Background: an optimization exercise with open tools, aiming at small area, a short achievable clock period and few clock cycles per item. Do not read the settings as production practice. No activity file was given, so power comes from the tool's default toggle rates.

==> flow/design.v <==
package pcie_tlp_pkg;
    typedef logic [63:0] qword_t;          
    typedef logic [31:0] dword_t;          
    typedef logic [63:0] pcie_addr_t;      
    typedef logic [15:0] requester_id_t;   
    localparam int TLP_LEN_W = 10;         
    typedef logic [TLP_LEN_W-1:0] tlp_len_t;
    typedef enum logic [7:0] {
        MRD32          = 8'h00,   
        MWR32_3DW      = 8'h40,   
        MWR64_4DW_DATA = 8'h60    
    } tlp_fmt_type_e;
    localparam int       TLP_TAG_W     = 8;          
    localparam tlp_len_t MWR_LENGTH_DW = 10'd2;      
    localparam logic [3:0] FULL_BE     = 4'hF;       
    localparam int       NOTIFY_BEATS  = 3;          
    localparam tlp_len_t RX_LENGTH_DW  = 10'd1;
endpackage
package dma_regs_pkg;
    localparam int NUM_CHANNELS = 4;
    localparam int CHAN_SEL_W   = $clog2(NUM_CHANNELS);
    typedef logic [2:0] chan_idx_t;              
    typedef logic [CHAN_SEL_W-1:0] chan_sel_t;   
    typedef enum logic [1:0] {
        REG_ADDR_LO  = 2'd0,   
        REG_ADDR_HI  = 2'd1,   
        REG_DOORBELL = 2'd2,   
        REG_NONE     = 2'd3    
    } reg_sel_e;
    localparam int BAR_CHAN_MSB = 6;
    localparam int BAR_CHAN_LSB = 4;
    localparam int BAR_SEL_MSB  = 3;
    localparam int BAR_SEL_LSB  = 2;
    localparam int RING_BYTES    = 4096;
    localparam int NOTIFY_STRIDE = 8;            
    typedef logic [$clog2(RING_BYTES)-1:0] ring_off_t;
    typedef logic [31:0] seq_t;
endpackage
module pcie_notify_endpoint
(
    input  logic       trn_clk,
    input  logic       reset,
    input  pcie_tlp_pkg::qword_t     trn_rd,
    input  logic       trn_rsof_n,
    input  logic       trn_reof_n,
    input  logic       trn_rsrc_rdy_n,
    input  logic [6:0] trn_rbar_hit_n,
    output logic       trn_rdst_rdy_n,
    output pcie_tlp_pkg::qword_t     trn_td,
    output logic [7:0] trn_trem_n,
    output logic       trn_tsof_n,
    output logic       trn_teof_n,
    output logic       trn_tsrc_rdy_n,
    input  logic       trn_tdst_rdy_n,
    input  logic [7:0] cfg_bus_number,
    input  logic [4:0] cfg_device_number,
    input  logic [2:0] cfg_function_number
);
    localparam int NCH = 4;
    function automatic logic [31:0] inc32(input logic [31:0] x);
        logic [31:0] p;
        p = x;
        for (int d = 1; d < 32; d = d * 2) begin
            for (int i = 31; i >= d; i--) p[i] = p[i] & p[i - d];
        end
        inc32[0] = !x[0];
        for (int i = 1; i < 32; i++) inc32[i] = x[i] ^ p[i - 1];
    endfunction
    function automatic logic [8:0] inc9(input logic [8:0] x);
        logic [8:0] p;
        p = x;
        for (int d = 1; d < 9; d = d * 2) begin
            for (int i = 8; i >= d; i--) p[i] = p[i] & p[i - d];
        end
        inc9[0] = !x[0];
        for (int i = 1; i < 9; i++) inc9[i] = x[i] ^ p[i - 1];
    endfunction
    assign trn_rdst_rdy_n = 1'b0;     
    assign trn_trem_n     = 8'h00;    
    logic        beat;
    logic        hdr_good;    
    logic        acc;         
    logic [1:0]  ch_in;
    logic [1:0]  sel_in;
    logic [31:0] wdata;       
    logic [NCH-1:0] db_now;   
    logic        db_in;       
    assign beat = !trn_rsrc_rdy_n;
    always_ff @(posedge trn_clk) begin
        if (reset) begin
            hdr_good <= 1'b0;
        end else if (beat) begin
            hdr_good <= !trn_rsof_n && trn_reof_n && !trn_rbar_hit_n[0] &&
                        (trn_rd[63:56] == 8'h40) && (trn_rd[41:32] == 10'd1);
        end
    end
    assign acc    = hdr_good && beat && !trn_reof_n && trn_rsof_n && !trn_rd[38];
    assign ch_in  = trn_rd[37:36];
    assign sel_in = trn_rd[35:34];
    assign wdata  = wdata_q & {32{!reset}};
    assign db_in  = acc && (sel_in == 2'd2);
    logic [31:0] wdata_q;
    logic        wr_q;        
    logic [1:0]  ch_q;
    logic [1:0]  sel_q;
    logic [NCH-1:0] we_lo, we_hi, we_db;
    always_ff @(posedge trn_clk) begin
        wdata_q <= trn_rd[31:0];
        ch_q    <= ch_in;
        sel_q   <= sel_in;
        wr_q    <= acc && !reset;
    end
    for (genvar c = 0; c < NCH; c++) begin : g_dec
        assign db_now[c] = db_in && (ch_in == 2'(c));
        assign we_lo[c]  = wr_q && (ch_q == 2'(c)) && (sel_q == 2'd0);
        assign we_hi[c]  = wr_q && (ch_q == 2'(c)) && (sel_q == 2'd1);
        assign we_db[c]  = wr_q && (ch_q == 2'(c)) && (sel_q == 2'd2);
    end
    logic [63:3] base [NCH];
    logic [8:0]  lo   [NCH];
    logic        cy   [NCH];
    logic [31:0] seq  [NCH];
    logic [31:0] db   [NCH];
    logic [NCH-1:0] pend;     
    logic        tvalid_n;    
    logic        tsof_n;
    logic        teof_n;
    logic [63:0] td;
    logic [1:0]  ch_cur;      
    logic [NCH-1:0] ch_oh;    
    logic [NCH-1:0] ch_ohb;   
    logic [NCH-1:0] ch_ohn;   
    logic        upd;         
    logic        upd_a;       
    logic [63:3] base_c;
    logic [8:0]  lo_c;
    logic        cy_c;
    logic [31:0] seq_c;
    logic [31:0] db_c;
    always_comb begin
        base_c = '0;
        lo_c   = '0;
        cy_c   = 1'b0;
        seq_c  = '0;
        db_c   = '0;
        for (int c = 0; c < NCH; c++) begin
            base_c = base_c | (base[c] & {{26{ch_oh[c]}}, {35{ch_ohb[c]}}});
            lo_c   = lo_c   | (lo[c]   & {9{ch_ohb[c]}});
            cy_c   = cy_c   | (cy[c]   & ch_ohb[c]);
            seq_c  = seq_c  | (seq[c]  & ~{32{ch_ohn[c]}});
            db_c   = db_c   | (db[c]   & ~{32{ch_ohn[c]}});
        end
    end
    logic [12:0] blk_c;
    always_comb begin
        blk_c = '0;
        for (int c = 0; c < NCH; c++) begin
            for (int j = 0; j < 13; j++) begin
                blk_c[j] = blk_c[j] | ((&base[c][12 + 4 * j +: 4]) & (j >= 7 ? ch_oh[c] : ch_ohb[c]));
            end
        end
    end
    logic [63:12] addr_hi;
    always_comb begin
        logic [13:0] bc;     
        logic        k;
        bc[0] = cy_c;
        for (int j = 0; j < 13; j++) bc[j + 1] = bc[j] & blk_c[j];
        for (int j = 0; j < 13; j++) begin
            k = bc[j];
            for (int b = 0; b < 4; b++) begin
                addr_hi[12 + 4 * j + b] = base_c[12 + 4 * j + b] ^ k;
                k = k & base_c[12 + 4 * j + b];
            end
        end
    end
    logic [8:0]  lo_nx;
    logic        cy_nx;
    logic [31:0] seq_nx;
    assign lo_nx  = inc9(lo_c);
    assign cy_nx  = cy_c ? (lo_c != base_c[11:3]) : ((lo_c == 9'd0) && (base_c[11:3] != 9'd0));
    assign seq_nx = inc32(seq_c) & {32{!reset}};
    for (genvar c = 0; c < NCH; c++) begin : g_ch
        logic adv_c;      
        logic step_c;     
        assign adv_c  = upd && ch_oh[c];
        assign step_c = upd_a && ch_oh[c];
        always_ff @(posedge trn_clk) begin
            if (reset || we_lo[c]) base[c][31:3]  <= wdata[31:3];
            if (reset || we_hi[c]) base[c][63:32] <= wdata;
            if (reset || adv_c)    seq[c]         <= seq_nx;
            if (we_db[c])          db[c]          <= wdata_q;
        end
        always_ff @(posedge trn_clk) begin
            if (reset) begin
                lo[c] <= '0;
                cy[c] <= 1'b0;
            end else if (we_lo[c]) begin
                lo[c] <= wdata_q[11:3];
                cy[c] <= 1'b0;
            end else if (we_hi[c]) begin
                lo[c] <= base[c][11:3];
                cy[c] <= 1'b0;
            end else begin
                if (step_c) lo[c] <= lo_nx;
                if (adv_c)  cy[c] <= cy_nx;
            end
        end
    end
    logic        adv;         
    logic        any_pend;
    logic [1:0]  rr_ch;       
    logic [1:0]  nxt_ch;
    logic        start;       
    logic        head;        
    logic [63:0] addr_q;
    logic [63:0] hdr_q;
    assign adv      = tvalid_n || !trn_tdst_rdy_n;
    assign any_pend = |pend;
    assign head     = adv && (tvalid_n || !teof_n);
    assign start    = any_pend || db_in;
    always_comb begin
        logic [NCH-1:0] r;    
        case (ch_cur)
            2'd0:    r = {pend[0], pend[3], pend[2], pend[1]};
            2'd1:    r = {pend[1], pend[0], pend[3], pend[2]};
            2'd2:    r = {pend[2], pend[1], pend[0], pend[3]};
            default: r = {pend[3], pend[2], pend[1], pend[0]};
        endcase
        casez (r)
            4'b???1: rr_ch = ch_cur ^ {ch_cur[0], 1'b1};     
            4'b??10: rr_ch = ch_cur ^ 2'd2;                   
            4'b?100: rr_ch = ch_cur ^ {!ch_cur[0], 1'b1};    
            default: rr_ch = ch_cur;
        endcase
    end
    assign nxt_ch = any_pend ? rr_ch : ch_in;
    assign addr_q = {addr_hi, lo_c, 3'b000};
    assign hdr_q  = {8'h60, 14'd0, 10'd2, cfg_bus_number, cfg_device_number, cfg_function_number,
                     6'd0, nxt_ch, 8'hFF};
    always_ff @(posedge trn_clk) begin
        if (adv) begin
            if (!tvalid_n && !tsof_n)           td <= addr_q;
            else if (!tvalid_n && teof_n)       td <= {seq_c, db_c};
            else                                td <= hdr_q;
        end
    end
    always_ff @(posedge trn_clk) begin
        if (reset) begin
            tvalid_n <= 1'b1;
            tsof_n   <= 1'b1;
            teof_n   <= 1'b1;
            ch_cur   <= 2'd0;
            ch_oh    <= 4'b0001;
            ch_ohb   <= 4'b1110;     
            ch_ohn   <= 4'b1110;
            upd      <= 1'b0;
            upd_a    <= 1'b0;
            pend     <= '0;
        end else begin
            upd   <= adv && !tvalid_n && tsof_n && teof_n;
            upd_a <= adv && !tvalid_n && !tsof_n;
            if (adv) begin
                if (!tvalid_n && !tsof_n) begin
                    tsof_n <= 1'b1;
                end else if (!tvalid_n && teof_n) begin
                    teof_n <= 1'b0;
                end else begin
                    tvalid_n <= !start;
                    tsof_n   <= !start;
                    teof_n   <= 1'b1;
                end
            end
            if (head && start) begin
                ch_cur <= nxt_ch;
                for (int c = 0; c < NCH; c++) begin
                    ch_oh[c]  <= (nxt_ch == 2'(c));
                    ch_ohb[c] <= (nxt_ch == 2'(c));
                    ch_ohn[c] <= (nxt_ch != 2'(c));
                end
            end
            for (int c = 0; c < NCH; c++) begin
                if (head && start && nxt_ch == 2'(c)) pend[c] <= 1'b0;
                else if (db_now[c] && !(head && !any_pend)) pend[c] <= 1'b1;
            end
        end
    end
    assign trn_td         = td;
    assign trn_tsof_n     = tsof_n;
    assign trn_teof_n     = teof_n;
    assign trn_tsrc_rdy_n = tvalid_n;
endmodule
==> flow/config.mk <==
export PLATFORM = sky130hd
export DESIGN_NAME = pcie_notify_endpoint
export DESIGN_NICKNAME = pcie_notify_endpoint
export VERILOG_FILES = /design/flow/design.v
export SDC_FILE = /design/flow/constraint.sdc
export NUM_CORES = 4
export LEC_CHECK = 0
export ABC_CLOCK_PERIOD_IN_PS = 2000
export CAP_MARGIN = 20
export CORE_MARGIN = 2
export CORE_UTILIZATION = 40
export PLACE_DENSITY = 0.6
export SETUP_SLACK_MARGIN = 3.4
export SLEW_MARGIN = 20
export TNS_END_PERCENT = 100
==> flow/constraint.sdc <==
create_clock -name core_clock -period 6.0 [get_ports {trn_clk}]
set_input_delay 1.2000 -clock core_clock [delete_from_list [all_inputs] [get_ports {trn_clk}]]
set_output_delay 1.2000 -clock core_clock [all_outputs]
set_load 0.01 [all_outputs]
run.sh (not shown) runs the stock make flow with config.mk's settings and CLKGATE_MAP_FILE= SYNTH_SCRIPT=/design/flow/synth_recipe.tcl, a recipe that flattens the netlist after the stock synthesis.
The starting point completed with no timing, DRC or antenna violations.
Edit:
--- a/flow/design.v
+++ b/flow/design.v
@@ -167,9 +167,9 @@
         bc[0] = cy_c;
         for (int j = 0; j < 13; j++) bc[j + 1] = bc[j] & blk_c[j];
         for (int j = 0; j < 13; j++) begin
-            k = bc[j];
+            k = 1'b1;        
             for (int b = 0; b < 4; b++) begin
-                addr_hi[12 + 4 * j + b] = base_c[12 + 4 * j + b] ^ k;
+                addr_hi[12 + 4 * j + b] = base_c[12 + 4 * j + b] ^ (bc[j] & k);
                 k = k & base_c[12 + 4 * j + b];
             end
         end
@@ -238,12 +238,14 @@
     assign addr_q = {addr_hi, lo_c, 3'b000};
     assign hdr_q  = {8'h60, 14'd0, 10'd2, cfg_bus_number, cfg_device_number, cfg_function_number,
                      6'd0, nxt_ch, 8'hFF};
-    always_ff @(posedge trn_clk) begin
-        if (adv) begin
-            if (!tvalid_n && !tsof_n)           td <= addr_q;
-            else if (!tvalid_n && teof_n)       td <= {seq_c, db_c};
-            else                                td <= hdr_q;
-        end
+    logic [63:0] nb;
+    always_comb begin
+        if (!tvalid_n && !tsof_n)      nb = addr_q;
+        else if (!tvalid_n && teof_n)  nb = {seq_c, db_c};
+        else                           nb = hdr_q;
+    end
+    always_ff @(posedge trn_clk) begin
+        td <= (nb & {64{adv}}) | (td & {64{!adv}});
     end
     always_ff @(posedge trn_clk) begin
         if (reset) begin
Worst setup slack gets better by 0.27 ns.
First-iteration DRC count came out higher by 7.9%.
Routed wire length rises by 2.5%.
Cell count rises by 2.4%.
Die area increases by 1.7%.
Clock power shrinks by 5.1%.
Count of clock-buffer cells in the layout went up by 3.
Combinational power is lower by 9.8%.
Sequential cell count is unchanged.
Global-route usage goes up by 0.46 points.
Core utilization came out lower by 2.7 points.
Function was not checked in any run of this note: the RTL went through the layout flow alone.

---

## exp/tundra
Another version of the RTL of pcie_notify_endpoint (not shown whole).
Size: roughly 1900 cells after synthesis, ~620 flip-flops.
Settings: LEC_CHECK=0, ABC_CLOCK_PERIOD_IN_PS=2000, CAP_MARGIN=20, CORE_MARGIN=2, CORE_UTILIZATION=40, PLACE_DENSITY=0.6, SETUP_SLACK_MARGIN=3.5, SLEW_MARGIN=20, TNS_END_PERCENT=100; clock period 6.0 ns.
Per the final summary, exp/tundra finished and its layout is clean on timing, DRC and antenna.
> inputs changed (exp/tundra -> exp/maple)
--- a/flow/design.v
+++ b/flow/design.v
@@ -71,23 +71,14 @@
         p = x;
         for (int d = 1; d < 32; d = d * 2) begin
             for (int i = 31; i >= d; i--) p[i] = p[i] & p[i - d];
         end
         inc32[0] = !x[0];
         for (int i = 1; i < 32; i++) inc32[i] = x[i] ^ p[i - 1];
     endfunction
-    function automatic logic [8:0] inc9(input logic [8:0] x);
-        logic [8:0] p;
-        p = x;
-        for (int d = 1; d < 9; d = d * 2) begin
-            for (int i = 8; i >= d; i--) p[i] = p[i] & p[i - d];
-        end
-        inc9[0] = !x[0];
-        for (int i = 1; i < 9; i++) inc9[i] = x[i] ^ p[i - 1];
-    endfunction
     assign trn_rdst_rdy_n = 1'b0;     
     assign trn_trem_n     = 8'h00;    
     logic        beat;
     logic        hdr_good;    
     logic        acc;         
     logic [1:0]  ch_in;
     logic [1:0]  sel_in;
@@ -121,15 +112,14 @@
     logic [NCH-1:0] pend;     
     logic        tvalid_n;    
     logic        tsof_n;
     logic        teof_n;
     logic [63:0] td;
     logic [1:0]  ch_cur;      
     logic [NCH-1:0] ch_oh;    
-    logic [NCH-1:0] ch_ohn;   
     logic        upd;         
     logic [63:3] base_c;
     logic [8:0]  lo_c;
     logic        cy_c;
     logic [31:0] seq_c;
     logic [31:0] db_c;
     always_comb begin
@@ -138,24 +128,26 @@
         cy_c   = 1'b0;
         seq_c  = '0;
         db_c   = '0;
         for (int c = 0; c < NCH; c++) begin
             base_c = base_c | (base[c] & {61{ch_oh[c]}});
             lo_c   = lo_c   | (lo[c]   & {9{ch_oh[c]}});
             cy_c   = cy_c   | (cy[c]   & ch_oh[c]);
-            seq_c  = seq_c  | (seq[c]  & ~{32{ch_ohn[c]}});
-            db_c   = db_c   | (db[c]   & ~{32{ch_ohn[c]}});
+            seq_c  = seq_c  | (seq[c]  & {32{ch_oh[c]}});
+            db_c   = db_c   | (db[c]   & {32{ch_oh[c]}});
         end
     end
     logic [8:0]  lo_nx;
     logic        cy_nx;
     logic [31:0] seq_nx;
-    assign lo_nx  = inc9(lo_c);
-    assign cy_nx  = (lo_nx != base_c[11:3]) && (cy_c || (&lo_c));
-    assign seq_nx = inc32(td[63:32]) & {32{!reset}};
+    logic [8:0]  lo_adv;
+    assign lo_adv = lo_c + 9'd1;
+    assign lo_nx  = lo_adv & {9{!reset}};
+    assign cy_nx  = !reset && (lo_adv != base_c[11:3]) && (cy_c || (&lo_c));
+    assign seq_nx = inc32(seq_c) & {32{!reset}};
     for (genvar c = 0; c < NCH; c++) begin : g_ch
         logic adv_c;
         assign adv_c = upd && ch_oh[c];
         always_ff @(posedge trn_clk) begin
             if (reset || we_lo[c]) base[c][31:3]  <= wdata[31:3];
             if (reset || we_hi[c]) base[c][63:32] <= wdata;
             if (reset || adv_c)    seq[c]         <= seq_nx;
@@ -186,27 +178,18 @@
     logic [63:0] addr_q;
     logic [63:0] hdr_q;
     assign adv      = tvalid_n || !trn_tdst_rdy_n;
     assign any_pend = |pend;
     assign head     = adv && (tvalid_n || !teof_n);
     assign start    = any_pend || db_in;
     always_comb begin
-        logic [NCH-1:0] r;    
-        case (ch_cur)
-            2'd0:    r = {pend[0], pend[3], pend[2], pend[1]};
-            2'd1:    r = {pend[1], pend[0], pend[3], pend[2]};
-            2'd2:    r = {pend[2], pend[1], pend[0], pend[3]};
-            default: r = {pend[3], pend[2], pend[1], pend[0]};
-        endcase
-        casez (r)
-            4'b???1: rr_ch = ch_cur ^ {ch_cur[0], 1'b1};     
-            4'b??10: rr_ch = ch_cur ^ 2'd2;                   
-            4'b?100: rr_ch = ch_cur ^ {!ch_cur[0], 1'b1};    
-            default: rr_ch = ch_cur;
-        endcase
+        rr_ch = ch_cur;
+        for (int k = NCH - 1; k >= 1; k--) begin
+            if (pend[2'(ch_cur + 2'(k))]) rr_ch = 2'(ch_cur + 2'(k));
+        end
     end
     assign nxt_ch = any_pend ? rr_ch : ch_in;
     assign addr_q = {inc52(base_c[63:12], cy_c), lo_c, 3'b000};
     assign hdr_q  = {8'h60, 14'd0, 10'd2, cfg_bus_number, cfg_device_number, cfg_function_number,
                      6'd0, nxt_ch, 8'hFF};
     always_ff @(posedge trn_clk) begin
         if (adv) begin
@@ -218,15 +201,14 @@
     always_ff @(posedge trn_clk) begin
         if (reset) begin
             tvalid_n <= 1'b1;
             tsof_n   <= 1'b1;
             teof_n   <= 1'b1;
             ch_cur   <= 2'd0;
             ch_oh    <= 4'b0001;
-            ch_ohn   <= 4'b1110;
             upd      <= 1'b0;
             pend     <= '0;
         end else begin
             upd <= adv && !tvalid_n && tsof_n && teof_n;
             if (adv) begin
                 if (!tvalid_n && !tsof_n) begin
                     tsof_n <= 1'b1;
@@ -236,18 +218,15 @@
                     tvalid_n <= !start;
                     tsof_n   <= !start;
                     teof_n   <= 1'b1;
                 end
             end
             if (head && start) begin
                 ch_cur <= nxt_ch;
-                for (int c = 0; c < NCH; c++) begin
-                    ch_oh[c]  <= (nxt_ch == 2'(c));
-                    ch_ohn[c] <= (nxt_ch != 2'(c));
-                end
+                for (int c = 0; c < NCH; c++) ch_oh[c] <= (nxt_ch == 2'(c));
             end
             for (int c = 0; c < NCH; c++) begin
                 if (head && start && nxt_ch == 2'(c)) pend[c] <= 1'b0;
                 else if (we_db[c] && !(head && !any_pend)) pend[c] <= 1'b1;
             end
         end
     end
Notes after the runs:
For exp/maple and exp/tundra, there was not a single run that failed to finish clean.
exp/maple: clock power higher than exp/tundra
exp/tundra has lower register-to-register path setup slack than exp/maple.
Comparing exp/maple and exp/tundra, the higher count of cell instances traversed by the critical path is on exp/tundra.
exp/maple against exp/tundra: clock buffer count in the final layout shows an increase of 2; gate count after technology mapping lost 39; worst hold margin moved up; total track usage moved up; count of plain and timing-repair buffers in the layout picked up an extra 70.
No run of this note included a check of the RTL's function; only the layout flow was run.

## afterwards: timing with drivers on the ports
No port has a modelled driver above. Below, the same layouts with a new extraction and two added sets of constraints. Step 1 sets driving cells, clkbuf_16 on the clock port and buf_2 on the other inputs (assumed; they add their load-dependent delay and slew). Step 2 moves the port delays by t, midway between the first and last clock arrival at a register: inputs arrive t later, outputs are due t later. That takes back most of the time a late clock gives input paths. Slacks: ideal / step 1 / step 2; pairs: ideal / step 1.
run | t (ns) | setup WS [ns] | latest minus earliest clock arrival (ns)
the first run of note 1 | 0.672 | 3.107 / 3.107 / 2.799 | 0.030 / 0.030
the second run of note 1 | 0.667 | 3.380 / 3.380 / 2.812 | 0.035 / 0.035
exp/tundra | 0.688 | 3.043 / 3.043 / 2.868 | 0.039 / 0.039
exp/maple | 0.670 | 3.118 / 3.118 / 2.747 | 0.036 / 0.036
After both steps every run listed still meets setup and hold. The setup slack of the second run of note 1, which loses most, moves by 0.000 ns with the drivers and by -0.568 ns with both steps.
